Source: an optimization exercise on an open RTL-to-GDS flow (aim: small area). Production flows keep margins and buffers that such runs may drop.
The RTL was checked by simulation tests, not by an equivalence proof against the original design.
Power is estimated from default activity; no workload was simulated.

==> design.v <==
module trace_frame_rx (
    input  logic         clk,
    input  logic         rst,
    input  logic         rx_dv,
    input  logic [7:0]   rx_byte,
    output logic [127:0] pt,
    output logic [127:0] key,
    output logic [127:0] ct,
    output logic         smp_we,
    output logic [9:0]   smp_addr,
    output logic [7:0]   smp_data,
    output logic         mark_found,
    output logic [9:0]   mark_idx,
    output logic         frame_valid,
    output logic         frame_err,
    output logic         busy,
    output logic [15:0]  frame_count
);
    localparam logic [10:0] POS_FIRST = 11'd976;    
    localparam logic [10:0] POS_LAST  = 11'd2046;   
    localparam logic [16:0] TMO_LAST  = 17'h1FF01;
    logic [10:0]  pos_q;
    logic         busy_q;
    logic [16:0]  tmo_q;          
    logic [383:0] stg_n_q;        
    logic [383:0] txt_n_q;        
    logic         found_q;
    logic [9:0]   idx_q;
    logic         mfound_n_q;
    logic [9:0]   midx_n_q;
    logic         pub_n_q;        
    logic         smp_we_q;
    logic [7:0]   smp_data_q;
    logic         frame_valid_q;
    logic         frame_err_q;
    logic [15:0]  frame_count_q;
    logic [10:0]  pos_inc;
    logic         in_smp, smp_take, hdr_take, last, tmo_hit, is_mark;
    logic         found_d;
    logic [9:0]   idx_d;
    always_comb begin
        pos_inc  = pos_q + 11'd1;
        in_smp   = pos_q[10] | (&pos_q[9:0]);
        smp_take = rx_dv & busy_q & in_smp;
        hdr_take = rx_dv & ~(busy_q & in_smp);
        last     = smp_take & (pos_q == POS_LAST);
        tmo_hit  = busy_q & ~rx_dv & (tmo_q == TMO_LAST);
        is_mark  = (rx_byte == 8'hFF);
        found_d  = in_smp & (found_q | (rx_dv & is_mark));
        idx_d    = found_q ? idx_q : pos_inc[9:0];
    end
    always_ff @(posedge clk or posedge rst) begin
        if (rst) begin
            busy_q        <= 1'b0;
            smp_we_q      <= 1'b0;
            frame_valid_q <= 1'b0;
            frame_err_q   <= 1'b0;
            frame_count_q <= '0;
            pub_n_q       <= 1'b1;
        end else begin
            busy_q        <= busy_q ? ~(last | tmo_hit) : rx_dv;
            smp_we_q      <= smp_take;
            frame_valid_q <= last;
            frame_err_q   <= tmo_hit;
            if (last) begin
                frame_count_q <= frame_count_q + 16'd1;
                pub_n_q       <= 1'b0;
            end
        end
    end
    always_ff @(posedge clk) begin
        pos_q      <= busy_q ? (rx_dv ? pos_inc : pos_q) : POS_FIRST;
        tmo_q      <= rx_dv ? 17'd0 : {tmo_q[15:0], ~(tmo_q[16] ^ tmo_q[13])};
        smp_data_q <= rx_byte;
        found_q    <= found_d;
        idx_q      <= idx_d;
        if (hdr_take) stg_n_q <= {stg_n_q[375:0], ~rx_byte};
        if (last) begin
            txt_n_q    <= stg_n_q;
            mfound_n_q <= ~found_d;
            midx_n_q   <= ~(idx_d & {10{found_d}});
        end
    end
    assign pt          = ~(txt_n_q[383:256] | {128{pub_n_q}});
    assign key         = ~(txt_n_q[255:128] | {128{pub_n_q}});
    assign ct          = ~(txt_n_q[127:0]   | {128{pub_n_q}});
    assign mark_found  = ~(mfound_n_q | pub_n_q);
    assign mark_idx    = ~(midx_n_q | {10{pub_n_q}});
    assign smp_we      = smp_we_q;
    assign smp_addr    = pos_q[9:0];
    assign smp_data    = smp_data_q;
    assign frame_valid = frame_valid_q;
    assign frame_err   = frame_err_q;
    assign busy        = busy_q;
    assign frame_count = frame_count_q;
endmodule
==> flow/run.sh <==
#!/bin/bash
# Standard ORFS layout (standard.sh), with the port buffers and the clock tree
# built from smaller cells. The make output goes to flow_make.log; each ORFS
# step writes its own log under orfs/logs/.
set -euo pipefail
export BUFFER_PORTS_ARGS="-buffer_cell sky130_fd_sc_hd__buf_1"
export CTS_ARGS="-sink_clustering_enable -repair_clock_nets -dont_use_dummy_load -sink_clustering_size 16 -sink_clustering_max_diameter 60 -buf_list sky130_fd_sc_hd__clkbuf_8"
bash standard.sh > flow_make.log 2>&1
==> standard.sh <==
#!/bin/bash
# synth_recipe.tcl (not shown) runs the flow's synth.tcl, then flattens the netlist and writes it again
# the make line also repeats each setting of config.mk as NAME=value (left out here)
make -C /OpenROAD-flow-scripts/flow DESIGN_CONFIG=/design/flow/config.mk WORK_HOME=/design/flow/orfs CLKGATE_MAP_FILE= SYNTH_SCRIPT=/design/flow/synth_recipe.tcl "${@:-finish}"
==> config.mk <==
export PLATFORM = sky130hd
export DESIGN_NAME = trace_frame_rx
export DESIGN_NICKNAME = trace_frame_rx
export VERILOG_FILES = /design/flow/design.v
export SDC_FILE = /design/flow/constraint.sdc
export NUM_CORES = 4
export LEC_CHECK = 0
export ABC_AREA = 1
export CAP_MARGIN = 20
export CORE_MARGIN = 2
export CORE_UTILIZATION = 75
export SLEW_MARGIN = 20
==> constraint.sdc <==
create_clock -name core_clock -period 5.0 [get_ports {clk}]
set_input_delay 1.0000 -clock core_clock [delete_from_list [all_inputs] [get_ports {clk}]]
set_output_delay 1.0000 -clock core_clock [all_outputs]
set_load 0.01 [all_outputs]
==> notes.md, run 1 <==
The synthesized netlist occupies a cell area of 28,100 um2. The die covers 39,000 um2. After detailed routing, the total wire length is 53,400 um. The run finished with no timing, DRC or antenna violations. Number of antenna violations at the first check in global routing: 0. The net count of the finished layout is 2,096. In the synthesized netlist the async set-or-reset flop fraction comes to 2.48%. Buffers placed on the I/O ports in this run total 443.

The detail route stage leaves a number of antenna-violating nets equal to 0. The actual transition at the worst max-transition pin is 913 ps. The synthesis-to-layout area growth is 10.9%. The path with the worst hold slack has its endpoint at txt_n_q[382]$_DFFE_PP_. The area fraction of the dominant cell type after synthesis was 83.3%; the number of iterations in the first detailed-routing pass was 6. Setup repair after global routing left no endpoint under its margin.

The count of final hold-check violations is 0. Measured in cells, the most critical reg-to-reg path has a length of 8. The slowest stage cell on the critical path was sky130_fd_sc_hd__dfstp_4. TritonCTS built the clock tree.

Measured on the finished design, the core utilization comes to 84.7%. Once the floorplan was initialized, standard cells occupied 76.4% of the core. In this run the number of cells on the critical path is 4. The number of pins with negative max-slew slack in the final report is 0. The logs give 10.7 nW for the leakage power figure and 1,624 for the gate count of the mapped netlist. The overall die width came out at 198 um.

The critical path's top delay family was flip-flops. The buffers plus inverters on the worst setup path is 3, and the global-route wire length before repair is 77,300 um. In this run the critical register-to-register path is captured at txt_n_q[339]$_DFFE_PP_. OpenSTA, run right after detailed placement, puts the worst setup slack at 1400 ps.

Average detailed-routed wire length per instance: 20.9 um. Traced cell by cell, the critical path runs through buf_16 -> buf_12 -> nor2_1 -> buf_1. The start point of the worst min-delay path was stg_n_q[382]$_DFFE_PP_. Cells with a size suffix above 1 make up 4.52% of the layout. The run gives 36,800 um2 as the area of the placeable core.

The setup path with the least slack is of type reg2out. In this run the power density over the cells is 391 nW/um2. The clock-pin slew on the worst setup and hold paths came out at 90 ps. The placed instances occupy a cell area of 30,300 um2. The synthesized area divided by synthesized cell count works out to 17.3 um2.

The logs give 13,600 for the via count of the first global-routing pass and 171 for the largest net degree at the start of global routing. Number of rows in the core area: 70. Dividing the final minimum period by the clock period gives 71.0%. The largest total area in the synthesized netlist belongs to sky130_fd_sc_hd__edfxtp_1. The later pin in the worst-skew pair is clocked with a latency of 680 ps.

The number of gates resized after CTS was 0. Setup slack closes at 1450 ps. In this run the critical register-to-register path is launched from pos_q[0]$_SDFFE_PN0P_.

Timing would allow up to 282 MHz. The tools report the worst endpoint required time as 4000 ps. The run gives 31,100 um2 as the final instance area.

The worst-case clock skew was 41.3 ps; the longest individual stage delay on the worst path was 900 ps. The tightest min-delay check is of the reg2reg type. The die is 198 um tall. Data on the critical path arrives at its endpoint at 2550 ps.

Setup violations remaining at the end of the flow were counted as 0. Counting flops with a built-in enable in the synthesized netlist gives 779. The run gives 0 as the max-capacitance violation count. The synthesized net count was 1,638. The tools report the remaining routing DRC violations as 0. The maximum buffer depth of the clock tree was 3. For this run the aggregate overflow at the end of global routing stands at 0. The commonest cells after synthesis are 779 x sky130_fd_sc_hd__edfxtp_1, 443 x sky130_fd_sc_hd__nor2_1, 134 x sky130_fd_sc_hd__nand2_1. Counting the buffers created by CTS gives 59. The worst register-to-register path has a setup slack of 2350 ps.

The tools report the synthesis warning total as 1. The tools report the startpoint type of the worst setup path as a flop. The most common cell in the synthesized netlist is sky130_fd_sc_hd__edfxtp_1.

The time the worst path needs with I/O delays and setup was 3550 ps; the worst hold path depth was 0. The global placer's final weighted congestion is 0.844. Dividing the detail-routed via count by the number of cells gives 5.63. The total of hold buffers inserted after clock tree synthesis was 0.

Half-perimeter wire length after placement: 35,900 um. STA classifies the critical path endpoint as an output port. The first-iteration detailed-routing DRC count was 1,316. The tools report the remaining max-slew budget at the tightest pin as 39.1%. Along the worst path, the maximum fanout reaches 73. The clock tree synthesis step divided the H-tree into 2 levels.

Power comes to 12.2 mW. In this run, distinct cell masters in the synthesized netlist total 34. Summing over every cut layer, the via total after detailed routing is 14,400. In the synthesized netlist the dominant register cell turns out to be sky130_fd_sc_hd__edfxtp_1.

The total track usage is 27.2%, and the worst supply voltage drop on vdd is 0.286 mV. Counting flops and latches in the post-synthesis netlist gives 847. Pin placement for this block handled 444 I/O pins.

The logs give 88.5% for the sequential area share after synthesis and 1,644 for the fill cell instance count of the final layout. The run gives 0 as the antenna cell count. Buffer type at the clock tree root: sky130_fd_sc_hd__clkbuf_8. Once the clock tree was built, the setup fixing pass inserted 0 buffers. Number of clock sinks: 847.

By area the synthesized netlist is led by sky130_fd_sc_hd__edfxtp_1 83%, sky130_fd_sc_hd__nor2_1 5.9%, sky130_fd_sc_hd__dfxtp_1 3.4%.
[cells by family after synthesis]
group                      count (synthesis)  share of synthesized area (%)
AOI/OAI and AO/OA                         27                          0.526
xor gates and xnor gates                  11                          0.343
adders and majority gates                  3                          0.134
buffers and inverters                    124                           1.93
DFF                                      847                           88.5
and+or+nand+nor                          612                           8.55
[state kept, by name, summed over array words and instances (netlist names)]
| register | count |
|---|---|
| busy_q | 1 |
| found_q | 1 |
| frame_count_q | 16 |
| frame_err_q | 1 |
| frame_valid_q | 1 |
| idx_q | 10 |
| mfound_n_q | 1 |
| midx_n_q | 10 |
| pos_q | 11 |
| pub_n_q | 1 |
| smp_data_q | 8 |
| smp_we_q | 1 |
| stg_n_q | 384 |
| tmo_q | 17 |
| txt_n_q | 384 |
[worst max-delay path by stage]
stage	startpoint	endpoint	slack, ps
after floorplan	rx_dv	stg_n_q[0]$_DFFE_PP_	-2770
after global routing	pub_n_q$_DFFE_PP1P_	ct[55]	1300
after detailed placement	rx_dv	txt_n_q[368]$_DFFE_PP_	1400
after CTS	pub_n_q$_DFFE_PP1P_	ct[14]	1150
final	pub_n_q$_DFFE_PP1P_	key[71]	1450
after global placement	rx_dv	txt_n_q[376]$_DFFE_PP_	1470
[placed cells by master, fill, tap and decap left out, types with 2 or more instances in the layout]
cell / count
sky130_fd_sc_hd__nor2_1: 443
sky130_fd_sc_hd__clkbuf_8: 59
sky130_fd_sc_hd__ha_1: 3
sky130_fd_sc_hd__inv_1: 59
sky130_fd_sc_hd__a21oi_1: 2
sky130_fd_sc_hd__nand4_1: 7
sky130_fd_sc_hd__nand2_1: 133
sky130_fd_sc_hd__nand2_4: 2
sky130_fd_sc_hd__xnor2_1: 9
sky130_fd_sc_hd__nor2_4: 3
sky130_fd_sc_hd__dfrtp_1: 20
sky130_fd_sc_hd__o22ai_1: 2
sky130_fd_sc_hd__dfxtp_1: 47
sky130_fd_sc_hd__nand2_2: 3
sky130_fd_sc_hd__xor2_1: 2
sky130_fd_sc_hd__buf_1: 442
sky130_fd_sc_hd__buf_12: 9
sky130_fd_sc_hd__edfxtp_1: 779
sky130_fd_sc_hd__o21ai_1: 3
sky130_fd_sc_hd__buf_4: 5
sky130_fd_sc_hd__nand3_4: 2
sky130_fd_sc_hd__o21ai_0: 15
sky130_fd_sc_hd__nand3_1: 14
[per-stage QoR]
stage                      TNS, ps  hold WS, ps  cells
final                            0          420   2548
after global routing             0          425   2548
after CTS                        0          421   2547
after detailed placement         0          405   2488
after global placement           0          402   2488
after floorplan           -2060820          400   1624
[area by class of cell]
class	instances	area (um2)	share of cell area, %
sequential	847	24900	79.8
multi-input combinational	653	2720	8.75
timing repair buffer	458	1910	6.13
clock buffer	59	812	2.61
tap	468	586	1.88
inverter	63	248	0.796
[routing by layer]
metal,up-vias,GRT usage [%],share of wire [%]
met1,6997,35.3,37
met2,715,45.7,50
met3,102,7.27,9.5
li1,6537,-,-
met4,0,9.11,3.3
met5,-,0,0
[report_power, final]
| part | leakage (nW) | total (mW) | switching (mW) | internal (mW) |
|---|---|---|---|---|
| combinational | 2.27 | 0.403 | 0.317 | 0.0860 |
| clock | 0.424 | 2.92 | 1.86 | 1.05 |
| sequential | 8.00 | 8.87 | 0.334 | 8.53 |
| total | 10.7 | 12.2 | 2.52 | 9.67 |
==> run 2: changes to the inputs <==
--- a/config.mk
+++ b/config.mk
@@ -5,8 +5,7 @@
 export SDC_FILE = /design/flow/constraint.sdc
 export NUM_CORES = 4
 export LEC_CHECK = 0
-export ABC_AREA = 1
 export CAP_MARGIN = 20
 export CORE_MARGIN = 2
-export CORE_UTILIZATION = 75
+export CORE_UTILIZATION = 60
 export SLEW_MARGIN = 20
==> notes.md, run 2 <==
The run finished with no timing, DRC or antenna violations. The longest individual stage delay on the worst path works out to 1150 ps (+250 ps). The area fraction of the dominant cell type after synthesis was 84.0% (+0.74 points). The overall overflow remaining after global route was 0 (unchanged).

Number of H-tree levels: 2 (unchanged). The kind of path behind the tightest hold check was reg2reg. For the half-perimeter wire length after placement, the log shows 34,900 um (-2.9%). Largest net degree at the start of global routing: 136 (-20%). For this design, the slowest cell found on the critical path is sky130_fd_sc_hd__dfstp_4.

The tools report the worst supply voltage drop on vdd as 0.356 mV (+24%). The total of hold buffers inserted after clock tree synthesis is 0 (unchanged). The category of the critical setup timing path is reg2out. The tools report the type of element capturing the critical path as an output port. The tools report the total detailed-routing wirelength as 52,900 um (-0.96%). The count of antenna-violating nets left after detailed routing is 0 (unchanged), and the worst-case setup margin in the final layout is 1360 ps (-89.4 ps). The tools report the number of pins with negative max-slew slack in the final report as 0 (unchanged).

The via count normalized by instance count is 5.30 (-6.0%). The logs give 0 (unchanged) for the count of final hold-check violations and 74,800 um (-3.2%) for the global-route wire length before repair. Setup repair after global routing left no endpoint under its margin.

By count the netlist is led by 779 x sky130_fd_sc_hd__edfxtp_1, 409 x sky130_fd_sc_hd__nor2_1, 47 x sky130_fd_sc_hd__clkbuf_1, 47 x sky130_fd_sc_hd__dfxtp_1, 22 x sky130_fd_sc_hd__nand2_1. In the synthesized netlist the dominant register cell turns out to be sky130_fd_sc_hd__edfxtp_1. The logs give 21,800 um (+11%) for the routed length on met1 and 2170 ps (-180 ps) for the setup slack of the most critical reg-to-reg path. For the remaining max-slew budget at the tightest pin, the log shows 30.9% (-8.2 points). The area of the placeable core was 45,600 um2 (+24%). The tools report the overall die area as 48,100 um2 (+23%). From synthesis to final layout, the design area changed by 11.6%. The run gives 1,494 (-8.0%) as the gate count of the mapped netlist. The actual transition at the worst max-transition pin came out at 1030 ps (+121 ps).

The number of rows in the core area came out at 78 (+11%). First-iteration detailed-routing DRC count: 1,098 (-17%). The global placer's final weighted congestion is 0.814 (-3.5%), and the number of I/O pins is 444 (unchanged).

The time the worst path needs with I/O delays and setup is 3640 ps (+89.4 ps), and the area of placed instances is 30,300 um2 (-0.16%). The worst endpoint required time was 4000 ps (about the same). The logs give 0 (unchanged) for the post-cts resize count and 0 ps (unchanged) for the sum of negative setup slack. The maximum buffer depth of the clock tree is 3 (unchanged), and the average detailed-routed wire length per instance is 20.7 um (-1.2%). For the synthesized net count, the log shows 1,508 (-7.9%). The run gives 0 (unchanged) as the max-capacitance violation count. The sequential area share after synthesis was 89.3% (+0.78 points); the number of input and output port buffers inserted was 443 (unchanged). The buffers plus inverters on the worst setup path is 2 (-1), and the areal power density over the cells is 421 nW/um2 (+7.6%).

The number of iterations in the first detailed-routing pass was 5 (-1). The number of synthesized flops with an enable pin is 779 (unchanged), and the synthesis warning total is 1 (unchanged). The number of storage elements in the synthesis netlist is 847 (unchanged), and the total area of sequential cells is 24,900 um2 (unchanged). For the count of placed standard cells in the final layout, fillers left out, the log shows 2,553 (+0.20%).

The via count of the routed design is 13,500 (-5.8%). Most common library cell in the layout ignoring fill and taps: sky130_fd_sc_hd__edfxtp_1. The tools report the upper clock frequency limit as 275 MHz (-2.5%).

In the layout the commonest cells are 779 x sky130_fd_sc_hd__edfxtp_1, 443 x sky130_fd_sc_hd__buf_1, 409 x sky130_fd_sc_hd__nor2_1, 59 x sky130_fd_sc_hd__clkbuf_8, 47 x sky130_fd_sc_hd__dfxtp_1. The worst slack at placement is 1610 ps (+215 ps). The via count of the first global-routing pass came out at 12,700 (-6.9%).

The number of clock sinks is 847 (unchanged). Sorting the synthesized cells by area gives the leading types as sky130_fd_sc_hd__edfxtp_1 84%, sky130_fd_sc_hd__nor2_1 5.5%, sky130_fd_sc_hd__dfxtp_1 3.4%. The number of antenna violations at the first check in global routing was 2 (+2); the fraction of synthesis flops using an asynchronous set or reset pin was 2.48% (unchanged). The final instance area was 31,100 um2 (-0.25%); the number of distinct library cells after synthesis was 38 (+12%).

Total CTS buffers: 59 (unchanged). The vertical extent of the die was 219 um (+11%). The overall die width is 219 um (+11%). The number of post-CTS setup repair buffers was 0 (unchanged); the remaining routing DRC violations was 0 (unchanged). The area taken by multi-input logic gates is 2630 um2 (-3.4%). The tools report the worst-case clock skew as 22.7 ps (-18.6 ps). The buffer type at the clock tree root is sky130_fd_sc_hd__clkbuf_8. The leakage power figure is 10.4 nW (-2.8%), and the total track usage is 21.4% (-5.9 points). Data arrival at the endpoint of the critical path: 2640 ps (+90 ps).

The largest total area in the synthesized netlist belongs to sky130_fd_sc_hd__edfxtp_1. The tools report the length of routed met2 wiring as 25,700 um (-4.6%). The worst setup path is launched from a flop. Broken down by cell family, the worst path's largest delay share belongs to flip-flops. The largest registers in the layout are stg_n_q (384), txt_n_q (384), tmo_q (17). The peak fanout along the critical path is 107 (+47%), and the antenna cell count is 0 (unchanged). TritonCTS built the clock tree.

Clock-pin slew on the worst setup and hold paths: 90 ps (about the same). The top routing layer in use was met4. Fill cell instance count of the final layout: 3,148 (+91%).

Traced cell by cell, the critical path runs through buf_12 -> nor2_1 -> buf_1. For the insertion delay to the later sink of the worst-skew pair, the log shows 660 ps (-20 ps). Yosys instantiated no cell more often than sky130_fd_sc_hd__edfxtp_1.

The tools report the post-placement cell count as 2,494 (+0.24%). The post-layout net count is 1,969 (-6.1%), and the synthesized area divided by synthesized cell count is 18.6 um2 (+7.7%). The final-report setup violation count was 0 (unchanged); the fraction of final layout cells with drive strength greater than 1 was 4.71% (+0.19 points).

The initial core utilization is 61.1% (-15 points). The sum of met3 wire segment lengths after detailed routing was 4430 um (-13%); the share of the clock period used by the worst path after layout was 72.8% (+1.8 points). The mapped cell area is 27,800 um2 (-0.88%).
[run 2: cell types whose count changed in the layout (fill, tap and decap cells not counted), moves of 9 or more]
cell	previous run	this run
sky130_fd_sc_hd__xor2_1	2	12
sky130_fd_sc_hd__buf_4	5	14
sky130_fd_sc_hd__nor2b_1	0	19
sky130_fd_sc_hd__inv_1	59	13
sky130_fd_sc_hd__nand2_1	133	22
sky130_fd_sc_hd__xnor2_1	9	18
sky130_fd_sc_hd__nand4_1	7	17
sky130_fd_sc_hd__nor2_1	443	409
[run 2: logic make-up (layout without fill, tap and decap cells)]
family,count (synthesis),after routing,share of synthesized area (%)
flip-flops,847,847,89.3
AND/OR/NAND/NOR,511,511,7.77
buffers and inverters,80,539,1.29
XOR/XNOR,30,30,0.944
AO/OA/AOI/OAI,22,22,0.530
adder cells (fa/ha/maj),3,3,0.135
multiplexers,1,1,0.0404
[run 2: area by class of cell]
type                    instances  share of cell area [%]
flip-flops and latches        847                    80.0
clock buffers                  59                    2.61
inverters                      14                   0.185
repair buffers                466                    6.27
well taps                     600                    2.42
multi-input cells             567                    8.47
[run 2: power by group]
group / total [mW] / internal [mW] / switching (mW)
clock network: 2.98 / 1.05 / 1.92
logic: 0.711 / 0.190 / 0.521
registers: 9.39 / 8.93 / 0.461
total: 13.1 / 10.2 / 2.90
[run 2: final timing paths]
kind,start,end,depth (start not counted)
max,pub_n_q$_DFFE_PP1P_,ct[53],3
min,stg_n_q[377]$_DFFE_PP_,txt_n_q[377]$_DFFE_PP_,0
max reg2reg,pos_q[0]$_SDFFE_PN0P_,stg_n_q[339]$_DFFE_PP_,5
min reg2reg,stg_n_q[377]$_DFFE_PP_,txt_n_q[377]$_DFFE_PP_,0
max in group asynchronous,rst,frame_count_q[12]$_DFFE_PP0P_,2
min in group asynchronous,rst,frame_count_q[8]$_DFFE_PP0P_,2
[run 2: stage by stage]
step / util [%] / total power, mW / hold slack, ps
floorplan: - / 10.0 / 400
global placement: 66.4 / 10.2 / 403
detailed placement: 66.4 / 10.3 / 408
CTS: 68.2 / 13.2 / 384
global route: 68.2 / 13.6 / 401
finish: 68.2 / 13.1 / 428
[run 2: metal layers]
| metal | vias to the layer above | GRT usage, % |
|---|---|---|
| li1 | 6247 | - |
| met3 | 68 | 6.26 |
| met4 | 0 | 5.23 |
| met5 | - | 0 |
| met1 | 6752 | 30.0 |
| met2 | 453 | 33.6 |
==> run 3: changes to the inputs <==
==> flow/run.sh (replaced) <==
#!/bin/bash
# Standard ORFS layout (standard.sh), with the port buffers and the clock tree
# built from smaller cells. The make output goes to flow_make.log; each ORFS
# step writes its own log under orfs/logs/.
set -euo pipefail
export BUFFER_PORTS_ARGS="-buffer_cell sky130_fd_sc_hd__buf_1"
export CTS_ARGS="-sink_clustering_enable -repair_clock_nets -dont_use_dummy_load -sink_clustering_size 8 -sink_clustering_max_diameter 30 -buf_list sky130_fd_sc_hd__clkbuf_4"
bash standard.sh > flow_make.log 2>&1
==> notes.md, run 3 <==
After synthesis, the most frequently instantiated cells are 779 x sky130_fd_sc_hd__edfxtp_1, 409 x sky130_fd_sc_hd__nor2_1, 47 x sky130_fd_sc_hd__clkbuf_1, 47 x sky130_fd_sc_hd__dfxtp_1, 22 x sky130_fd_sc_hd__nand2_1. The tools report the number of clock sinks as 847 (unchanged). The count of antenna-violating nets left after detailed routing was 0 (unchanged); the post-cts resize count was 0 (unchanged).

The synthesis warning total is 1 (unchanged). The remaining routing DRC violations is 0 (unchanged), and the total CTS buffers is 148 (+150%). The run gives 53,800 um (+1.8%) as the total detailed-routing wirelength. By area, the combinational part of the netlist is dominated by simple AND/OR/NAND/NOR gates.

The run gives 0 (unchanged) as the overall overflow remaining after global route. By area the synthesized netlist is led by sky130_fd_sc_hd__edfxtp_1 84%, sky130_fd_sc_hd__nor2_1 5.5%, sky130_fd_sc_hd__dfxtp_1 3.4%. The run finished with no timing, DRC or antenna violations. Broken down by cell family, the worst path's largest delay share belongs to flip-flops. The largest net degree at the start of global routing is 136 (unchanged), and the compound-cell area share of the yosys netlist is 0.530% (unchanged).

The buffers plus inverters on the worst setup path is 2 (unchanged), and the synthesis-to-layout area growth is 12.7%. The first-iteration detailed-routing DRC count is 1,209 (+10%), and the depth of the worst register-to-register path is 5 (unchanged). The number of post-CTS setup repair buffers was 0 (unchanged); the mux share of post-synthesis cell area was 0.0404% (unchanged). The signal on the critical path passes through buf_12 -> nor2_1 -> buf_1. Number of distinct library cells after synthesis: 38 (unchanged). Fraction of final layout cells with drive strength greater than 1: 8.86% (+4.2 points). The run gives 5 (unchanged) as the number of iterations in the first detailed-routing pass. For the total of hold buffers inserted after clock tree synthesis, the log shows 0 (unchanged). The average detailed-routed wire length per instance is 20.3 um (-1.7%), and the area fraction in and, or, nand and nor cells after synthesis is 7.77% (unchanged). For the worst supply voltage drop on vdd, the log shows 0.288 mV (-19%).

For the area of the placeable core, the log shows 45,600 um2 (unchanged). The tools report the capture instance of the worst register-to-register path as stg_n_q[299]$_DFFE_PP_. The logs give 24,900 um2 (unchanged) for the total area of sequential cells and 10.7 nW (+2.5%) for the leakage power figure. The total track usage was 22.3% (+0.96 points); the number of storage elements in the synthesis netlist was 847 (unchanged). By instance count, the leading cell after synthesis is sky130_fd_sc_hd__edfxtp_1.

The number of rows in the core area was 78 (unchanged); the number of synthesized flops with an enable pin was 779 (unchanged). The areal power density over the cells was 431 nW/um2 (+2.5%). The insertion delay to the later sink of the worst-skew pair is 930 ps (+270 ps), and the via count normalized by instance count is 5.31 (+0.26%). Number of I/O pins: 444 (unchanged). Startpoint type of the worst setup path: a flop. The run gives 2630 um2 (unchanged) as the area taken by multi-input logic gates. The via count of the routed design was 14,000 (+3.9%).

The fraction of synthesis flops using an asynchronous set or reset pin is 2.48% (unchanged). TritonCTS built the clock tree. Category of the critical setup timing path: reg2out. The remaining max-slew budget at the tightest pin was 30.3% (-0.59 points).

Setup repair after global routing left no endpoint under its margin. Launching point of the worst reg2reg path: pos_q[0]$_SDFFE_PN0P_. Post-layout net count: 2,058 (+4.5%).

The overall die area is 48,100 um2 (unchanged), and the number of input and output port buffers inserted is 443 (unchanged). The share of the clock period used by the worst path after layout was 77.6% (+4.9 points). For the max-capacitance violation count, the log shows 0 (unchanged). Post-synthesis share of cell area spent on full adders, half adders and majority gates: 0.135% (unchanged). The sum of negative setup slack is 0 ps (unchanged).

For the worst-case setup margin in the final layout, the log shows 1120 ps (-243 ps). The type of element capturing the critical path is an output port. The run gives 2880 ps (+240 ps) as the data arrival at the endpoint of the critical path. The time the worst path needs with I/O delays and setup was 3880 ps (+243 ps). The via count of the first global-routing pass was 13,400 (+6.1%); the peak fanout along the critical path was 107 (unchanged). The setup slack of the most critical reg-to-reg path was 2130 ps (-40 ps).

Kind of path behind the tightest hold check: in2async. The global placer's final weighted congestion was 0.814 (unchanged); the synthesized area divided by synthesized cell count was 18.6 um2 (unchanged). The logs give 4000 ps (about the same) for the worst endpoint required time and 1610 ps (unchanged) for the worst slack at placement. The most used flip-flop cell after synthesis is sky130_fd_sc_hd__edfxtp_1. The initial core utilization was 61.1% (unchanged). Clock-pin slew on the worst setup and hold paths: 80 ps (about the same). The upper clock frequency limit is 258 MHz (-6.3%), and the synthesized net count is 1,508 (unchanged).

For the number of antenna violations at the first check in global routing, the log shows 3 (+1). The run gives 4 (+2) as the number of H-tree levels. The count of final hold-check violations was 0 (unchanged).

The global-route wire length before repair came out at 77,000 um (+2.9%). Half-perimeter wire length after placement: 34,900 um (unchanged). The parity-gate share of the synthesized area counting xor and xnor cells is 0.944% (unchanged), and the vertical extent of the die is 219 um (unchanged).

The slowest stage cell on the critical path is sky130_fd_sc_hd__dfstp_4. The sequential area share after synthesis was 89.3% (unchanged). The buffer type at the clock tree root was sky130_fd_sc_hd__clkbuf_4. Leaving out fill and tap cells, the most frequent cell in the layout is sky130_fd_sc_hd__edfxtp_1. The cell taking the most area after synthesis was sky130_fd_sc_hd__edfxtp_1. The mapped cell area is 27,800 um2 (unchanged).

For the tightest hold margin, the log shows 197 ps (-231 ps). The worst-case clock skew was 58.6 ps (+35.9 ps). The maximum buffer depth of the clock tree was 3 (unchanged). The final-report setup violation count came out at 0 (unchanged). The largest registers in the layout are stg_n_q (384), txt_n_q (384), tmo_q (17).

The tools report the number of pins with negative max-slew slack in the final report as 0 (unchanged). The fill cell instance count of the final layout is 3,167 (+0.60%), and the area fraction of the dominant cell type after synthesis is 84.0% (unchanged). The gate count of the mapped netlist was 1,494 (unchanged); the longest individual stage delay on the worst path was 1140 ps (about the same). The actual transition at the worst max-transition pin was 1040 ps (+8.79 ps); the overall die width was 219 um (unchanged). The library cells used most frequently in the layout, excluding fill and tap cells, are 779 x sky130_fd_sc_hd__edfxtp_1, 443 x sky130_fd_sc_hd__buf_1, 409 x sky130_fd_sc_hd__nor2_1, 148 x sky130_fd_sc_hd__clkbuf_4, 47 x sky130_fd_sc_hd__dfxtp_1.
run 3: report_power, final:
group	internal, mW	switching [mW]
clock	1.36	2.07
sequential	8.94	0.462
combinational	0.190	0.522
total	10.5	3.05
run 3: worst max path at each step:
stage,start,endpoint,slack [ps],cells past startpoint
global route,pub_n_q$_DFFE_PP1P_,ct[42],850,3
detailed placement,rx_dv,txt_n_q[59]$_DFFE_PP_,1610,5
floorplan,rx_dv,stg_n_q[0]$_DFFE_PP_,-2830,3
finish,pub_n_q$_DFFE_PP1P_,ct[109],1120,3
global placement,rx_dv,txt_n_q[56]$_DFFE_PP_,1660,5
CTS,pub_n_q$_DFFE_PP1P_,ct[101],950,3
run 3: kinds of logic (layout without fill, tap and decap cells):
group / Yosys count / in the layout
xor gates and xnor gates: 30 / 30
and+or+nand+nor: 511 / 511
buffers and inverters: 80 / 628
other: 0 / 3
muxes: 1 / 1
AOI/OAI and AO/OA: 22 / 22
adders and majority gates: 3 / 3
DFF: 847 / 847
run 3: layer usage:
metal / GRT usage (%) / share of wire, % / vias up
li1: - / - / 6499
met1: 29.5 / 41 / 6950
met2: 34.0 / 49 / 522
met3: 8.45 / 8.7 / 72
met4: 8.58 / 1.9 / 0
met5: 0 / 0 / -
run 3: worst register-to-register path, delay by kind of cell, from the launching register on:
family	cells	cell delay [ps]
compound gates	2	970
buf+inv	1	560
flops	1	410
fa+ha+maj	1	300
simple gates	1	200
run 3: per-stage QoR:
| stage | util (%) | instances | cell area [um2] | total power [mW] |
|---|---|---|---|---|
| 2_1_floorplan | - | 1494 | 27900 | 10.0 |
| 3_3_place_gp | 66.4 | 2494 | 30300 | 10.2 |
| 3_5_place_dp | 66.4 | 2494 | 30300 | 10.3 |
| 4_1_cts | 68.8 | 2642 | 31400 | 13.7 |
| 5_1_grt | 68.8 | 2645 | 31400 | 14.2 |
| 6_report | 68.8 | 2645 | 31400 | 13.5 |
run 3: cell type report:
| type | count | area share (%) |
|---|---|---|
| sequential | 847 | 79.3 |
| multi-input combinational | 567 | 8.39 |
| timing repair buffer | 466 | 6.21 |
| clock buffer | 148 | 3.54 |
| tap | 600 | 2.39 |
| inverter | 14 | 0.183 |
| antenna | 3 | 0.0239 |
==> run 4: changes to the inputs <==
==> flow/run.sh (replaced) <==
#!/bin/bash
# Standard ORFS layout (standard.sh), with the port buffers and the clock tree
# built from smaller cells. The make output goes to flow_make.log; each ORFS
# step writes its own log under orfs/logs/.
set -euo pipefail
export BUFFER_PORTS_ARGS="-buffer_cell sky130_fd_sc_hd__buf_1"
export CTS_ARGS="-sink_clustering_enable -repair_clock_nets -dont_use_dummy_load -sink_clustering_size 18 -sink_clustering_max_diameter 50 -buf_list sky130_fd_sc_hd__clkbuf_8"
bash standard.sh > flow_make.log 2>&1
==> notes.md, run 4 <==
The vertical extent of the die works out to 219 um (unchanged). The actual transition at the worst max-transition pin was 1040 ps (-3.70 ps); the time the worst path needs with I/O delays and setup was 3690 ps (-190 ps). Walking the worst path, the cells encountered are buf_12 -> nor2_1 -> buf_1. Yosys instantiated no cell more often than sky130_fd_sc_hd__edfxtp_1. Worst endpoint required time: 4000 ps (about the same).

The peak fanout along the critical path came out at 107 (unchanged). The fraction of synthesis flops using an asynchronous set or reset pin works out to 2.48% (unchanged). The source of the critical timing path is pub_n_q$_DFFE_PP1P_. The average detailed-routed wire length per instance is 20.7 um (+1.9%). For the remaining max-slew budget at the tightest pin, the log shows 30.6% (+0.25 points).

The depth of the worst register-to-register path is 5 (unchanged), and the leakage power figure is 10.4 nW (-2.5%). For the first-iteration detailed-routing DRC count, the log shows 1,295 (+7.1%). Number of clock sinks: 847 (unchanged).

The insertion delay to the later sink of the worst-skew pair was 680 ps (-250 ps). The fraction of final layout cells with drive strength greater than 1 was 4.61% (-4.3 points); the longest individual stage delay on the worst path was 1160 ps (+20 ps). The run gives 2690 ps (-190 ps) as the data arrival at the endpoint of the critical path.

The run gives 78 (unchanged) as the number of rows in the core area. Power consumption: 13.0 mW (-3.7%). For the antenna cell count, the log shows 0 (-3).

STA classifies the critical path endpoint as an output port. The run gives 0 (unchanged) as the final-report setup violation count. The run finished with no timing, DRC or antenna violations. TritonCTS built the clock tree.

Leaving out fill and tap cells, the most frequent cells in the layout are 779 x sky130_fd_sc_hd__edfxtp_1, 443 x sky130_fd_sc_hd__buf_1, 409 x sky130_fd_sc_hd__nor2_1, 57 x sky130_fd_sc_hd__clkbuf_8, 47 x sky130_fd_sc_hd__dfxtp_1. The tools report the global placer's final weighted congestion as 0.814 (unchanged). Launching point of the worst reg2reg path: pos_q[0]$_SDFFE_PN0P_. The area fraction of the dominant cell type after synthesis works out to 84.0% (unchanged). The largest registers in the layout are stg_n_q (384), txt_n_q (384), tmo_q (17).

The run gives 2 (-2) as the number of H-tree levels. The worst hold path depth is 0. The via count of the routed design came out at 13,500 (-3.9%). Setup repair after global routing left no endpoint under its margin. The half-perimeter wire length after placement came out at 34,900 um (unchanged). The number of input and output port buffers inserted works out to 443 (unchanged).

Overall die width: 219 um (unchanged). Leaving out fill and tap cells, the most frequent cell in the layout is sky130_fd_sc_hd__edfxtp_1. Count of final hold-check violations: 0 (unchanged). The upper clock frequency limit is 271 MHz (+5.2%), and the max-capacitance violation count is 0 (unchanged). The tools report the synthesis warning total as 1 (unchanged).

The kind of path behind the tightest hold check is reg2reg. The worst supply voltage drop on vdd was 0.345 mV (+20%). The number of synthesized flops with an enable pin is 779 (unchanged). For the maximum buffer depth of the clock tree, the log shows 3 (unchanged). The area of the placeable core came out at 45,600 um2 (unchanged). The fill cell instance count of the final layout is 3,154 (-0.41%). For the count of antenna-violating nets left after detailed routing, the log shows 0 (unchanged). For the synthesized net count, the log shows 1,508 (unchanged). The tightest hold margin was 421 ps (+224 ps); the setup slack of the most critical reg-to-reg path was 2150 ps (+20 ps). The number of iterations in the first detailed-routing pass was 5 (unchanged). The remaining routing DRC violations is 0 (unchanged), and the total CTS buffers is 57 (-61%). The tools report the via count of the first global-routing pass as 12,700 (-5.9%). For hold timing, the worst endpoint is txt_n_q[283]$_DFFE_PP_. The run gives 0 (unchanged) as the overall overflow remaining after global route. The synthesized area divided by synthesized cell count was 18.6 um2 (unchanged); the number of storage elements in the synthesis netlist was 847 (unchanged). The mapped cell area is 27,800 um2 (unchanged).

The startpoint type of the worst setup path is a flop. Start point of the worst min-delay path: stg_n_q[283]$_DFFE_PP_. Via count normalized by instance count: 5.29 (-0.32%). Buffers plus inverters on the worst setup path: 2 (unchanged). Buffer type at the clock tree root: sky130_fd_sc_hd__clkbuf_8. The number of pins with negative max-slew slack in the final report is 0 (unchanged), and the synthesis-to-layout area growth is 11.5%.

The instance count on the critical path came out at 3 (unchanged). The biggest area contributor in the post-synthesis netlist is sky130_fd_sc_hd__edfxtp_1. Global-route wire length before repair: 74,900 um (-2.7%).

The clock-pin slew on the worst setup and hold paths is 100 ps (+20 ps), and the post-layout net count is 1,967 (-4.4%). The initial core utilization was 61.1% (unchanged). The number of antenna violations at the first check in global routing was 2 (-1); the sequential area share after synthesis was 89.3% (unchanged).

The run gives 21.4% (-0.95 points) as the total track usage. The areal power density over the cells is 420 nW/um2 (-2.7%), and the total of hold buffers inserted after clock tree synthesis is 0 (unchanged). The number of post-CTS setup repair buffers came out at 0 (unchanged).

In the synthesized netlist the dominant register cell turns out to be sky130_fd_sc_hd__edfxtp_1. The worst register-to-register path ends at stg_n_q[299]$_DFFE_PP_. Yosys attributes the largest share of cell area to sky130_fd_sc_hd__edfxtp_1 84%, sky130_fd_sc_hd__nor2_1 5.5%, sky130_fd_sc_hd__dfxtp_1 3.4%.

The total detailed-routing wirelength is 52,900 um (-1.8%). The number of I/O pins is 444 (unchanged), and the largest net degree at the start of global routing is 136 (unchanged). The final instance area is 31,000 um2 (-1.1%). The worst-case clock skew is 46.3 ps (-12.3 ps). The post-cts resize count was 0 (unchanged); the area of placed instances was 30,300 um2 (unchanged). The share of the clock period used by the worst path after layout came out at 73.8% (-3.8 points). The gate count of the mapped netlist is 1,494 (unchanged). The worst setup path is of the reg2out kind.

The tools report the sum of negative setup slack as 0 ps (unchanged). On the critical path, the stage with the largest delay is an instance of sky130_fd_sc_hd__dfstp_4. Grouping stages by cell kind, the critical path spends the most delay in flip-flops. The final core utilization was 68.1% (-0.73 points); the overall die area was 48,100 um2 (unchanged).

Number of distinct library cells after synthesis: 38 (unchanged). By count the netlist is led by 779 x sky130_fd_sc_hd__edfxtp_1, 409 x sky130_fd_sc_hd__nor2_1, 47 x sky130_fd_sc_hd__clkbuf_1, 47 x sky130_fd_sc_hd__dfxtp_1, 22 x sky130_fd_sc_hd__nand2_1.
## run 4: per-layer routing
| metal | track usage [%] | vias to the layer above | part of all wire (%) |
|---|---|---|---|
| li1 | - | 6244 | - |
| met5 | 0 | - | 0 |
| met1 | 30.1 | 6736 | 42 |
| met2 | 33.7 | 453 | 49 |
| met3 | 5.50 | 68 | 7.5 |
| met4 | 5.81 | 0 | 1.8 |
## run 4: stage by stage
stage,instances,setup WS [ps]
after global placement,2494,1660
after global routing,2551,1180
after CTS,2551,1270
after detailed placement,2494,1610
after floorplan,1494,-2830
final,2551,1310
## run 4: how the worst max path moves through the flow
stage / to / slack (ps)
floorplan: stg_n_q[0]$_DFFE_PP_ / -2830
global placement: txt_n_q[56]$_DFFE_PP_ / 1660
detailed placement: txt_n_q[59]$_DFFE_PP_ / 1610
CTS: ct[101] / 1270
global route: ct[42] / 1180
finish: ct[42] / 1310
## run 4: where the power goes
part / total, mW / internal [mW] / switching [mW] / leakage (nW)
combinational: 0.710 / 0.190 / 0.520 / 2.00
clock: 2.93 / 1.02 / 1.91 / 0.410
sequential: 9.39 / 8.93 / 0.462 / 7.97
## run 4: logic make-up after synthesis
family | share of synthesized area [%]
muxes | 0.0404
AOI/OAI and AO/OA | 0.530
buffers and inverters | 1.29
DFF | 89.3
and+or+nand+nor | 7.77
xor gates and xnor gates | 0.944
adders and majority gates | 0.135
## run 4: area by class of cell
class | count | area, um2 | area share, %
tap | 600 | 751 | 2.42
sequential | 847 | 24900 | 80.1
inverter | 14 | 57.6 | 0.185
multi-input combinational | 567 | 2630 | 8.48
clock buffer | 57 | 785 | 2.53
timing repair buffer | 466 | 1950 | 6.28
==> run 5: changes to the inputs <==
--- a/design.v
+++ b/design.v
@@ -18,7 +18,7 @@
 );
     localparam logic [10:0] POS_FIRST = 11'd976;    
     localparam logic [10:0] POS_LAST  = 11'd2046;   
-    localparam logic [16:0] TMO_LAST  = 17'h1FF01;
+    localparam logic [16:0] TMO_LAST  = 17'h0AA01;
     logic [10:0]  pos_q;
     logic         busy_q;
     logic [16:0]  tmo_q;          
@@ -70,7 +70,7 @@
     end
     always_ff @(posedge clk) begin
         pos_q      <= busy_q ? (rx_dv ? pos_inc : pos_q) : POS_FIRST;
-        tmo_q      <= rx_dv ? 17'd0 : {tmo_q[15:0], ~(tmo_q[16] ^ tmo_q[13])};
+        tmo_q      <= rx_dv ? 17'd0 : {~tmo_q[15:0], tmo_q[16] ^ tmo_q[13]};
         smp_data_q <= rx_byte;
         found_q    <= found_d;
         idx_q      <= idx_d;
@@ -78,14 +78,14 @@
         if (last) begin
             txt_n_q    <= stg_n_q;
             mfound_n_q <= ~found_d;
-            midx_n_q   <= ~(idx_d & {10{found_d}});
+            midx_n_q   <= ~idx_d;
         end
     end
     assign pt          = ~(txt_n_q[383:256] | {128{pub_n_q}});
     assign key         = ~(txt_n_q[255:128] | {128{pub_n_q}});
     assign ct          = ~(txt_n_q[127:0]   | {128{pub_n_q}});
     assign mark_found  = ~(mfound_n_q | pub_n_q);
-    assign mark_idx    = ~(midx_n_q | {10{pub_n_q}});
+    assign mark_idx    = ~(midx_n_q | {10{mfound_n_q | pub_n_q}});
     assign smp_we      = smp_we_q;
     assign smp_addr    = pos_q[9:0];
     assign smp_data    = smp_data_q;
==> flow/run.sh (replaced) <==
#!/bin/bash
# Standard ORFS layout (standard.sh), with the port buffers and the clock tree
# built from smaller cells. The make output goes to flow_make.log; each ORFS
# step writes its own log under orfs/logs/.
set -euo pipefail
export BUFFER_PORTS_ARGS="-buffer_cell sky130_fd_sc_hd__buf_1"
export CTS_ARGS="-sink_clustering_enable -repair_clock_nets -dont_use_dummy_load -sink_clustering_size 16 -sink_clustering_max_diameter 60 -buf_list sky130_fd_sc_hd__clkbuf_8"
bash standard.sh > flow_make.log 2>&1
--- a/config.mk
+++ b/config.mk
@@ -7,5 +7,5 @@
 export LEC_CHECK = 0
 export CAP_MARGIN = 20
 export CORE_MARGIN = 2
-export CORE_UTILIZATION = 60
+export CORE_UTILIZATION = 45
 export SLEW_MARGIN = 20
==> notes.md, run 5 <==
The launching point of the worst reg2reg path was pos_q[0]$_SDFFE_PN0P_. The clock-pin slew on the worst setup and hold paths is 100 ps (about the same), and the total track usage is 16.0% (-5.4 points). TritonCTS built the clock tree. The first-iteration detailed-routing DRC count is 1,135 (-12%). The time the worst path needs with I/O delays and setup was 3620 ps (-70.7 ps).

The half-perimeter wire length after placement is 34,800 um (about the same), and the leakage power figure is 10.5 nW (+0.91%). The actual transition at the worst max-transition pin works out to 1310 ps (+266 ps). The run gives 0 (unchanged) as the count of antenna-violating nets left after detailed routing. For the total CTS buffers, the log shows 61 (+7.0%). Setup repair after global routing left no endpoint under its margin. Setup slack of the most critical reg-to-reg path: 2030 ps (-120 ps). Start point of the worst min-delay path: stg_n_q[98]$_DFFE_PP_. The global routing usage on met3 came out at 4.83% (-0.67 points). For the worst supply voltage drop on vdd, the log shows 0.227 mV (-34%).

The busiest layer in global routing was met2. Gate count of the mapped netlist: 1,491 (-0.20%). Number of antenna violations at the first check in global routing: 2 (unchanged). For the overall overflow remaining after global route, the log shows 0 (unchanged). The logs give 77,000 um (+2.8%) for the global-route wire length before repair and 6 (+1) for the number of iterations in the first detailed-routing pass. The post-layout net count was 1,967 (unchanged); the data arrival at the endpoint of the critical path was 2620 ps (-70 ps). The sequential area share after synthesis is 89.5% (+0.19 points), and the sum of negative setup slack is 0 ps (unchanged).

The tools report the maximum buffer depth of the clock tree as 3 (unchanged). Number of storage elements in the synthesis netlist: 847 (unchanged). sky130_fd_sc_hd__edfxtp_1 is the most common cell in the netlist.

For the fraction of met1 tracks used by global routing, the log shows 22.4% (-7.7 points). The biggest area contributor in the post-synthesis netlist is sky130_fd_sc_hd__edfxtp_1. After synthesis, the cell types taking the most area are sky130_fd_sc_hd__edfxtp_1 84%, sky130_fd_sc_hd__nor2_1 5.6%, sky130_fd_sc_hd__dfxtp_1 3.4%. The areal power density over the cells is 365 nW/um2 (-13%).

Category of the critical setup timing path: reg2out. Power consumption: 11.4 mW (-12%). Leaving out fill and tap cells, the most frequent cell in the layout is sky130_fd_sc_hd__edfxtp_1. The overall die width was 252 um (+15%); the peak fanout along the critical path was 77 (-28%). The count of placed standard cells in the final layout, fillers left out was 2,741 (+7.4%). The top cell types in the final layout, fill and taps aside, are 779 x sky130_fd_sc_hd__edfxtp_1, 443 x sky130_fd_sc_hd__buf_1, 416 x sky130_fd_sc_hd__nor2_1, 61 x sky130_fd_sc_hd__clkbuf_8, 47 x sky130_fd_sc_hd__dfxtp_1. The worst register-to-register path ends at stg_n_q[352]$_DFFE_PP_. Total detailed-routing wirelength: 53,300 um (+0.78%). The fraction of synthesis flops using an asynchronous set or reset pin was 2.48% (unchanged). The vertical extent of the die was 252 um (+15%); the remaining routing DRC violations was 0 (unchanged). The logs give 180 (+32%) for the largest net degree at the start of global routing and 0 (unchanged) for the max-capacitance violation count.

Post-placement cell count: 2,680 (+7.5%). The number of rows in the core area was 91 (+17%); the synthesized area divided by synthesized cell count was 18.6 um2 (about the same). The logs give 31,300 um2 (+0.85%) for the final instance area and 0.771 (-5.3%) for the global placer's final weighted congestion. In the final layout, the registers with the most flip-flops are stg_n_q (384), txt_n_q (384), tmo_q (17). The most used flip-flop cell after synthesis is sky130_fd_sc_hd__edfxtp_1. The run gives 45.3% (-16 points) as the initial core utilization. The tightest hold margin was 390 ps (-30.7 ps).

The upper clock frequency limit was 276 MHz (+2.0%); the mapped cell area was 27,800 um2 (-0.21%). Relative to the synthesized area, the layout overhead comes to 12.7%. For the final core utilization, the log shows 51.0% (-17 points). The number of synthesized flops with an enable pin came out at 779 (unchanged). The run gives 0 (unchanged) as the number of pins with negative max-slew slack in the final report. The number of distinct library cells after synthesis came out at 41 (+7.9%). The remaining max-slew budget at the tightest pin came out at 13.0% (-18 points). The antenna cell count is 0 (unchanged), and the fraction of final layout cells with drive strength greater than 1 is 4.97% (+0.36 points). The run gives 0 (unchanged) as the post-cts resize count. The area fraction of the dominant cell type after synthesis works out to 84.2% (+0.17 points). The number of post-CTS setup repair buffers is 0 (unchanged), and the synthesis warning total is 1 (unchanged).

The buffer type at the clock tree root is sky130_fd_sc_hd__clkbuf_8. The run finished with no timing, DRC or antenna violations. Number of H-tree levels: 2 (unchanged). Ranked by instance count, the synthesized netlist is headed by 779 x sky130_fd_sc_hd__edfxtp_1, 416 x sky130_fd_sc_hd__nor2_1, 49 x sky130_fd_sc_hd__clkbuf_1. The tools report the worst slack at placement as 1510 ps (-105 ps).

The tools report the startpoint type of the worst setup path as a flop. The count of final hold-check violations is 0 (unchanged). Worst-case setup margin in the final layout: 1380 ps (+70.7 ps).

The final-report setup violation count is 0 (unchanged), and the via count of the first global-routing pass is 12,900 (+2.3%). The sink of the worst hold path is txt_n_q[98]$_DFFE_PP_. The number of input and output port buffers inserted was 443 (unchanged). The area of the placeable core is 61,400 um2 (+35%), and the synthesized net count is 1,505 (-0.20%). The met2 demand-to-capacity share in global routing was 24.7% (-9.0 points); the depth of the worst register-to-register path was 6 (+1). The logs give 444 (unchanged) for the number of I/O pins and 30,500 um2 (+0.69%) for the area of placed instances. Total of hold buffers inserted after clock tree synthesis: 0 (unchanged). Type of element capturing the critical path: an output port. The share of the clock period used by the worst path after layout is 72.4% (-1.4 points), and the average detailed-routed wire length per instance is 19.4 um (-6.2%).

The min-delay analysis places its worst path in the category reg2reg. For the worst-case clock skew, the log shows 70.8 ps (+24.6 ps). The tools report the insertion delay to the later sink of the worst-skew pair as 680 ps (about the same).

The worst hold path depth was 0 (unchanged). The tools report the via count of the routed design as 13,300 (-1.7%). The via count normalized by instance count is 4.84 (-8.5%), and the number of clock sinks is 847 (unchanged). The overall die area is 63,700 um2 (+32%), and the worst endpoint required time is 4000 ps (about the same).
## run 5: cell type report
class	count	area, um2
fillers	5090	30100
flip-flops and latches	847	24900
multi-input cells	558	2580
repair buffers	466	1960
well taps	790	988
clock buffers	61	840
inverters	19	73.8
## run 5: critical path, stage by stage (launching register included)
cell and delay (ps):
sky130_fd_sc_hd__dfstp_4 1230, sky130_fd_sc_hd__buf_12 360, sky130_fd_sc_hd__nor2_1 130, sky130_fd_sc_hd__buf_1 150
## run 5: how the worst max path moves through the flow
stage / start / end / slack [ps] / cells after the start
global placement: rx_dv / stg_n_q[369]$_DFFE_PP_ / 1490 / 5
global route: pub_n_q$_DFFE_PP1P_ / key[88] / 1210 / 3
finish: pub_n_q$_DFFE_PP1P_ / key[88] / 1380 / 3
CTS: pub_n_q$_DFFE_PP1P_ / key[88] / 1310 / 3
detailed placement: rx_dv / stg_n_q[377]$_DFFE_PP_ / 1510 / 5
floorplan: rx_dv / frame_count_q[1]$_DFFE_PP0P_ / -9790 / 3
## run 5: metal layers
metal / share of wire (%) / wire (um)
met1: 44 / 23500
met2: 46 / 24600
met3: 8.0 / 4260
met4: 1.7 / 888
met5: 0 / 0
## run 5: where the power goes
part,switching (mW),total [mW],internal [mW]
Sequential,0.163,8.16,7.99
Combinational,0.168,0.259,0.0905
Clock,1.94,3.03,1.09
Total,2.27,11.4,9.17
## run 5: logic make-up after synthesis
| kind of cell | synth area share [%] |
|---|---|
| fa+ha+maj | 0.135 |
| simple gates | 7.46 |
| xor+xnor | 1.04 |
| flops | 89.5 |
| compound gates | 0.518 |
| buf+inv | 1.31 |
| mux | 0.0540 |
==> run 6: changes to the inputs <==
--- a/config.mk
+++ b/config.mk
@@ -7,5 +7,6 @@
 export LEC_CHECK = 0
 export CAP_MARGIN = 20
 export CORE_MARGIN = 2
-export CORE_UTILIZATION = 45
+export CORE_UTILIZATION = 60
+export PLACE_DENSITY = 0.8
 export SLEW_MARGIN = 20
==> notes.md, run 6 <==
The synthesis-to-layout area growth works out to 11.6%. The tools report the area of placed instances as 30,200 um2 (-0.90%). In the final layout, the registers with the most flip-flops are stg_n_q (384), txt_n_q (384), tmo_q (17). Walking the worst path, the cells encountered are buf_4 -> nor2_1 -> buf_1. The worst supply voltage drop on vdd came out at 0.281 mV (+24%). The overall die area was 48,000 um2 (-25%).

In the synthesized netlist the dominant register cell turns out to be sky130_fd_sc_hd__edfxtp_1. The sequential area share after synthesis was 89.5% (unchanged). Global placer's final weighted congestion: 0.823 (+6.7%). The type of element capturing the critical path is an output port. The logs give 10.4 nW (-0.37%) for the leakage power figure and 50,800 um (-4.7%) for the total detailed-routing wirelength.

The overall die width is 219 um (-13%). Yosys instantiated no cell more often than sky130_fd_sc_hd__edfxtp_1. The tools report the number of pins with negative max-slew slack in the final report as 0 (unchanged). The worst setup path is of the reg2out kind. The worst endpoint required time was 4000 ps (about the same); the area taken by multi-input logic gates was 2580 um2 (unchanged). The area of the placeable core came out at 45,600 um2 (-26%). Clock-pin slew on the worst setup and hold paths: 100 ps (about the same).

Via count of the routed design: 13,600 (+2.6%). Time the worst path needs with I/O delays and setup: 3640 ps (+22.0 ps). The tools report the startpoint type of the worst setup path as a flop.

The total track usage was 20.7% (+4.7 points); the actual transition at the worst max-transition pin was 1050 ps (-254 ps). The fraction of synthesis flops using an asynchronous set or reset pin works out to 2.48% (unchanged). The count of final hold-check violations is 0 (unchanged).

The largest total area in the synthesized netlist belongs to sky130_fd_sc_hd__edfxtp_1. The vertical extent of the die is 219 um (-13%). The number of distinct library cells after synthesis was 41 (unchanged). The flow ran to the end and the layout has no timing, DRC or antenna violations. For this design, the slowest cell found on the critical path is sky130_fd_sc_hd__dfstp_4.

The via count normalized by instance count works out to 5.35 (+11%). The path class of the tightest hold or removal check is reg2reg. The first-iteration detailed-routing DRC count was 1,390 (+22%); the number of synthesized flops with an enable pin was 779 (unchanged). The largest net degree at the start of global routing was 178 (-1.1%). Setup repair after global routing left no endpoint under its margin.

The global-route wire length before repair came out at 73,500 um (-4.5%). The power consumption was 11.3 mW (-0.85%); the gate count of the mapped netlist was 1,491 (unchanged). The area fraction of the dominant cell type after synthesis works out to 84.2% (unchanged). By count the netlist is led by 779 x sky130_fd_sc_hd__edfxtp_1, 416 x sky130_fd_sc_hd__nor2_1, 49 x sky130_fd_sc_hd__clkbuf_1. The areal power density over the cells is 366 nW/um2 (+0.12%), and the max-capacitance violation count is 0 (unchanged). The buffers plus inverters on the worst setup path was 2 (unchanged); the number of H-tree levels was 2 (unchanged).

The overall overflow remaining after global route was 0 (unchanged). The longest individual stage delay on the worst path was 1230 ps (about the same). The logs give 0 (unchanged) for the remaining routing DRC violations and 0 (unchanged) for the final-report setup violation count. The initial core utilization came out at 61.0% (+16 points). Leaving out fill and tap cells, the most frequent cells in the layout are 779 x sky130_fd_sc_hd__edfxtp_1, 443 x sky130_fd_sc_hd__buf_1, 416 x sky130_fd_sc_hd__nor2_1, 59 x sky130_fd_sc_hd__clkbuf_8, 47 x sky130_fd_sc_hd__dfxtp_1. Yosys attributes the largest share of cell area to sky130_fd_sc_hd__edfxtp_1 84%, sky130_fd_sc_hd__nor2_1 5.6%, sky130_fd_sc_hd__dfxtp_1 3.4%. The number of I/O pins was 444 (unchanged); the synthesis warning total was 1 (unchanged). The fraction of final layout cells with drive strength greater than 1 is 4.63% (-0.34 points), and the average detailed-routed wire length per instance is 20.0 um (+2.7%). The number of input and output port buffers inserted was 443 (unchanged). The post-layout net count was 1,960 (-0.36%).

The critical path's top delay family is flip-flops. For the count of antenna-violating nets left after detailed routing, the log shows 0 (unchanged). TritonCTS built the clock tree. The run gives 29.9% (+17 points) as the remaining max-slew budget at the tightest pin. The number of iterations in the first detailed-routing pass is 5 (-1), and the maximum buffer depth of the clock tree is 3 (unchanged).

The number of antenna violations at the first check in global routing was 1 (-1). The tools report the mapped cell area as 27,800 um2 (unchanged). The half-perimeter wire length after placement came out at 33,500 um (-3.9%). For the number of clock sinks, the log shows 847 (unchanged). The run gives 0 (unchanged) as the number of post-CTS setup repair buffers. The total CTS buffers is 59 (-3.3%).

The number of rows in the core area was 78 (-14%); the peak fanout along the critical path was 87 (+13%). The tools report the insertion delay to the later sink of the worst-skew pair as 660 ps (-20 ps). The upper clock frequency limit came out at 275 MHz (-0.60%).

The most common library cell in the layout ignoring fill and taps was sky130_fd_sc_hd__edfxtp_1. The tools report the data arrival at the endpoint of the critical path as 2640 ps (+20 ps). The fill cell instance count of the final layout is 2,875 (-44%), and the synthesized net count is 1,505 (unchanged).

The post-cts resize count is 0 (unchanged), and the final instance area is 31,000 um2 (-0.97%). Number of storage elements in the synthesis netlist: 847 (unchanged). The worst-case clock skew is 39.1 ps (-31.7 ps), and the total of hold buffers inserted after clock tree synthesis is 0 (unchanged).

The share of the clock period used by the worst path after layout came out at 72.8% (+0.44 points). The synthesized area divided by synthesized cell count came out at 18.6 um2 (unchanged). The total area of sequential cells is 24,900 um2 (unchanged), and the antenna cell count is 0 (unchanged). The via count of the first global-routing pass is 12,700 (-1.5%). Buffer type at the clock tree root: sky130_fd_sc_hd__clkbuf_8.
-- run 6: cell count changes in the layout (fill, tap and decap cells not counted) --
cell	previous run	this run
sky130_fd_sc_hd__buf_4	13	8
sky130_fd_sc_hd__clkbuf_8	61	59
-- run 6: metal layers --
layer  vias up  wire (um)  track usage, %
met4         0       1080            5.47
li1       6204          -               -
met1      6709      20800            29.0
met5         -          0               0
met2       625      24400            32.8
met3        77       4500            5.46
-- run 6: kinds of logic (layout without fill, tap and decap cells) --
| kind of cell | Yosys count | after routing | share of synthesized area [%] |
|---|---|---|---|
| DFF | 847 | 847 | 89.5 |
| and+or+nand+nor | 498 | 498 | 7.46 |
| buffers and inverters | 86 | 539 | 1.31 |
| xor gates and xnor gates | 33 | 33 | 1.04 |
| AOI/OAI and AO/OA | 23 | 23 | 0.518 |
| adders and majority gates | 3 | 3 | 0.135 |
| muxes | 1 | 1 | 0.0540 |
-- run 6: worst paths after layout --
kind | startpoint | slack [ps] | cells past startpoint | to
min in group asynchronous | rst | 490 | 2 | frame_count_q[12]$_DFFE_PP0P_
setup / recovery | pub_n_q$_DFFE_PP1P_ | 1360 | 3 | ct[17]
hold reg to reg | tmo_q[8]$_SDFF_PP0_ | 400 | 1 | tmo_q[9]$_SDFF_PP0_
setup reg to reg | pos_q[0]$_SDFFE_PN0P_ | 2130 | 7 | stg_n_q[381]$_DFFE_PP_
hold / removal | tmo_q[8]$_SDFF_PP0_ | 400 | 1 | tmo_q[9]$_SDFF_PP0_
max in group asynchronous | rst | 3970 | 2 | frame_count_q[0]$_DFFE_PP0P_
-- run 6: layout make-up --
type / instances / share of cell area (%)
Inverter: 19 / 0.238
Clock buffer: 59 / 2.62
Tap cell: 600 / 2.42
Timing Repair Buffer: 461 / 6.20
Sequential cell: 847 / 80.2
Multi-Input combinational cell: 558 / 8.31
-- run 6: through the flow --
stage / setup TNS (ps) / hold slack [ps] / instances / util (%) / setup WS, ps
after global placement: 0 / 383 / 2485 / 66.2 / 1970
after global routing: 0 / 398 / 2544 / 68.0 / 1190
final: 0 / 404 / 2544 / 68.0 / 1360
after CTS: 0 / 385 / 2544 / 68.0 / 1290
after detailed placement: 0 / 381 / 2485 / 66.2 / 1870
after floorplan: -4839050 / 374 / 1491 / - / -9790
-- run 6: power by group --
part	leakage, nW	internal, mW	switching (mW)
clock network	0.424	1.05	1.88
registers	7.98	7.99	0.166
logic	2.04	0.0874	0.162
total	10.4	9.13	2.21
==> run 7: changes to the inputs <==
--- a/config.mk
+++ b/config.mk
@@ -8,5 +8,4 @@
 export CAP_MARGIN = 20
 export CORE_MARGIN = 2
 export CORE_UTILIZATION = 60
-export PLACE_DENSITY = 0.8
 export SLEW_MARGIN = 20
==> notes.md, run 7 <==
Traced cell by cell, the critical path runs through buf_12 -> nor2_1 -> buf_1. The global routing usage on met3 is 7.29% (+1.8 points). The average detailed-routed wire length per instance was 20.3 um (+1.8%); the synthesis warning total was 1 (unchanged).

The most used flip-flop cell after synthesis is sky130_fd_sc_hd__edfxtp_1. For the max-capacitance violation count, the log shows 0 (unchanged). The number of synthesized flops with an enable pin came out at 779 (unchanged).

Setup repair after global routing left no endpoint under its margin. For the part of the power in the clock network, the log shows 26.0% (about the same). The mapped cell area was 27,800 um2 (unchanged); the final core utilization was 68.0% (about the same).

The proportion of total power due to net switching came out at 19.6% (+0.083 points). The worst supply voltage drop on vdd is 0.296 mV (+5.5%). The vertical extent of the die was 219 um (unchanged); the total detailed-routing wirelength was 51,600 um (+1.7%). The post-layout net count is 1,958 (-0.10%), and the actual transition at the worst max-transition pin is 892 ps (-160 ps). The number of input and output port buffers inserted was 443 (unchanged). The via count of the first global-routing pass was 12,400 (-2.4%); the first-iteration detailed-routing DRC count was 1,260 (-9.4%). The power dissipated by switching net loads came out at 2.22 mW (+0.51%). The library cells used most frequently in the layout, excluding fill and tap cells, are 779 x sky130_fd_sc_hd__edfxtp_1, 443 x sky130_fd_sc_hd__buf_1, 416 x sky130_fd_sc_hd__nor2_1, 59 x sky130_fd_sc_hd__clkbuf_8, 47 x sky130_fd_sc_hd__dfxtp_1. The run gives 78 (unchanged) as the number of rows in the core area. The run gives 33,600 um (+0.52%) as the half-perimeter wire length after placement. The clock-pin slew on the worst setup and hold paths works out to 90 ps (about the same). The tools report the global-route wire length before repair as 73,000 um (-0.62%). The area of the placeable core is 45,600 um2 (unchanged). The via count normalized by instance count is 5.24 (-2.0%), and the areal power density over the cells is 366 nW/um2 (about the same).

In this run the clock root is driven by a sky130_fd_sc_hd__clkbuf_8. For the sequential area share after synthesis, the log shows 89.5% (unchanged). The count of final hold-check violations is 0 (unchanged). Most used standard cell by instance count after synthesis: sky130_fd_sc_hd__edfxtp_1. The area fraction of the dominant cell type after synthesis was 84.2% (unchanged); the gate count of the mapped netlist was 1,491 (unchanged). The number of storage elements in the synthesis netlist works out to 847 (unchanged). Remaining max-slew budget at the tightest pin: 40.5% (+11 points). The data arrival at the endpoint of the critical path is 2560 ps (-80 ps), and the count of placed standard cells in the final layout, fillers left out is 2,542 (-0.079%).

Fraction of final layout cells with drive strength greater than 1: 4.53% (-0.098 points). The overall die width works out to 219 um (unchanged). The number of distinct library cells after synthesis was 41 (unchanged); the worst-case clock skew was 37.1 ps (-1.99 ps).

The count of antenna-violating nets left after detailed routing was 0 (unchanged). The time the worst path needs with I/O delays and setup is 3560 ps (-77.9 ps). The slowest stage cell on the critical path is sky130_fd_sc_hd__dfstp_4. For the part of the total power dissipated in combinational logic, the log shows 2.2% (about the same). The total track usage came out at 20.8% (+0.18 points). By count the netlist is led by 779 x sky130_fd_sc_hd__edfxtp_1, 416 x sky130_fd_sc_hd__nor2_1, 49 x sky130_fd_sc_hd__clkbuf_1. The run gives 28.0% (-1.0 points) as the fraction of met1 tracks used by global routing. The buffers plus inverters on the worst setup path was 2 (unchanged); the post-cts resize count was 0 (unchanged). Startpoint type of the worst setup path: a flop. The run finished with no timing, DRC or antenna violations.

The number of H-tree levels was 2 (unchanged); the maximum buffer depth of the clock tree was 3 (unchanged). The share of total power in sequential cells was 71.8% (about the same). Sorting the synthesized cells by area gives the leading types as sky130_fd_sc_hd__edfxtp_1 84%, sky130_fd_sc_hd__nor2_1 5.6%, sky130_fd_sc_hd__dfxtp_1 3.4%.

The via count of the routed design was 13,300 (-2.1%). The worst endpoint required time came out at 4000 ps (about the same). The type of element capturing the critical path was an output port.

The largest registers in the layout are stg_n_q (384), txt_n_q (384), tmo_q (17). For the total CTS buffers, the log shows 59 (unchanged). The setup slack of the most critical reg-to-reg path is 2170 ps (+40 ps), and the number of antenna violations at the first check in global routing is 0 (-1). The longest individual stage delay on the worst path works out to 1010 ps (-220 ps). The tools report the initial core utilization as 61.0% (unchanged). The library cell used most frequently in the layout, excluding fill and tap cells, is sky130_fd_sc_hd__edfxtp_1. For the antenna cell count, the log shows 0 (unchanged). The kind of path behind the tightest hold check was reg2reg. The tools report the largest net degree at the start of global routing as 151 (-15%).
-- run 7: cell counts after synthesis --
No cell type changed its count.
-- run 7: area by class of cell --
cell class / count / area, um2
multi-input cells: 558 / 2580
inverters: 19 / 73.8
fillers: 3124 / 14600
clock buffers: 59 / 812
repair buffers: 459 / 1920
flip-flops and latches: 847 / 24900
well taps: 600 / 751
-- run 7: kinds of logic (layout without fill, tap and decap cells) --
family	Yosys count	after routing	synth area share, %
flip-flops	847	847	89.5
multiplexers	1	1	0.0540
AND/OR/NAND/NOR	498	498	7.46
buffers and inverters	86	537	1.31
AO/OA/AOI/OAI	23	23	0.518
XOR/XNOR	33	33	1.04
adder cells (fa/ha/maj)	3	3	0.135
-- run 7: worst paths after layout --
kind | start | endpoint | depth (start not counted)
min in group asynchronous | rst | frame_count_q[1]$_DFFE_PP0P_ | 2
max in group asynchronous | rst | frame_count_q[4]$_DFFE_PP0P_ | 2
worst max-delay path | pub_n_q$_DFFE_PP1P_ | ct[63] | 3
worst min-delay path | tmo_q[5]$_SDFF_PP0_ | tmo_q[6]$_SDFF_PP0_ | 1
worst max register to register | busy_q$_DFF_PP0_ | txt_n_q[313]$_DFFE_PP_ | 4
worst min register to register | tmo_q[5]$_SDFF_PP0_ | tmo_q[6]$_SDFF_PP0_ | 1
-- run 7: power by group through the flow --
stage,Clock [mW],Sequential [mW],Combinational [mW]
after CTS,3.07,8.15,0.253
after global routing,3.30,8.18,0.280
after global placement,0,8.29,0.249
after floorplan,0,8.26,0.228
after detailed placement,0,8.31,0.252
final,2.96,8.15,0.248
-- run 7: worst register-to-register path, cell delays in order, from the launching register on --
cell and delay, ps:
sky130_fd_sc_hd__dfrtp_1 750, sky130_fd_sc_hd__nand3_1 300, sky130_fd_sc_hd__nor4_4 430, sky130_fd_sc_hd__buf_12 360, sky130_fd_sc_hd__buf_4 600
-- run 7: routing by layer --
| metal | wire [um] | up-vias |
|---|---|---|
| met3 | 4550 | 88 |
| met1 | 21300 | 6628 |
| met2 | 24200 | 426 |
| met5 | 0 | - |
| met4 | 1640 | 0 |
| li1 | - | 6187 |
-- run 7: through the flow --
stage | setup WS [ps] | area [um2] | setup TNS [ps]
3_5_place_dp | 1610 | 30200 | 0
2_1_floorplan | -9790 | 27800 | -4839050
5_1_grt | 1250 | 31000 | 0
6_report | 1440 | 31000 | 0
4_1_cts | 1340 | 31000 | 0
3_3_place_gp | 1670 | 30200 | 0

Check on run 7: ideal ports give 1.436 ns setup slack; a clkbuf_16 on the clock port and buf_2 on the inputs give 1.379 ns; moving port delays by the midpoint clock arrival (0.718 ns) as well gives 1.616 ns.
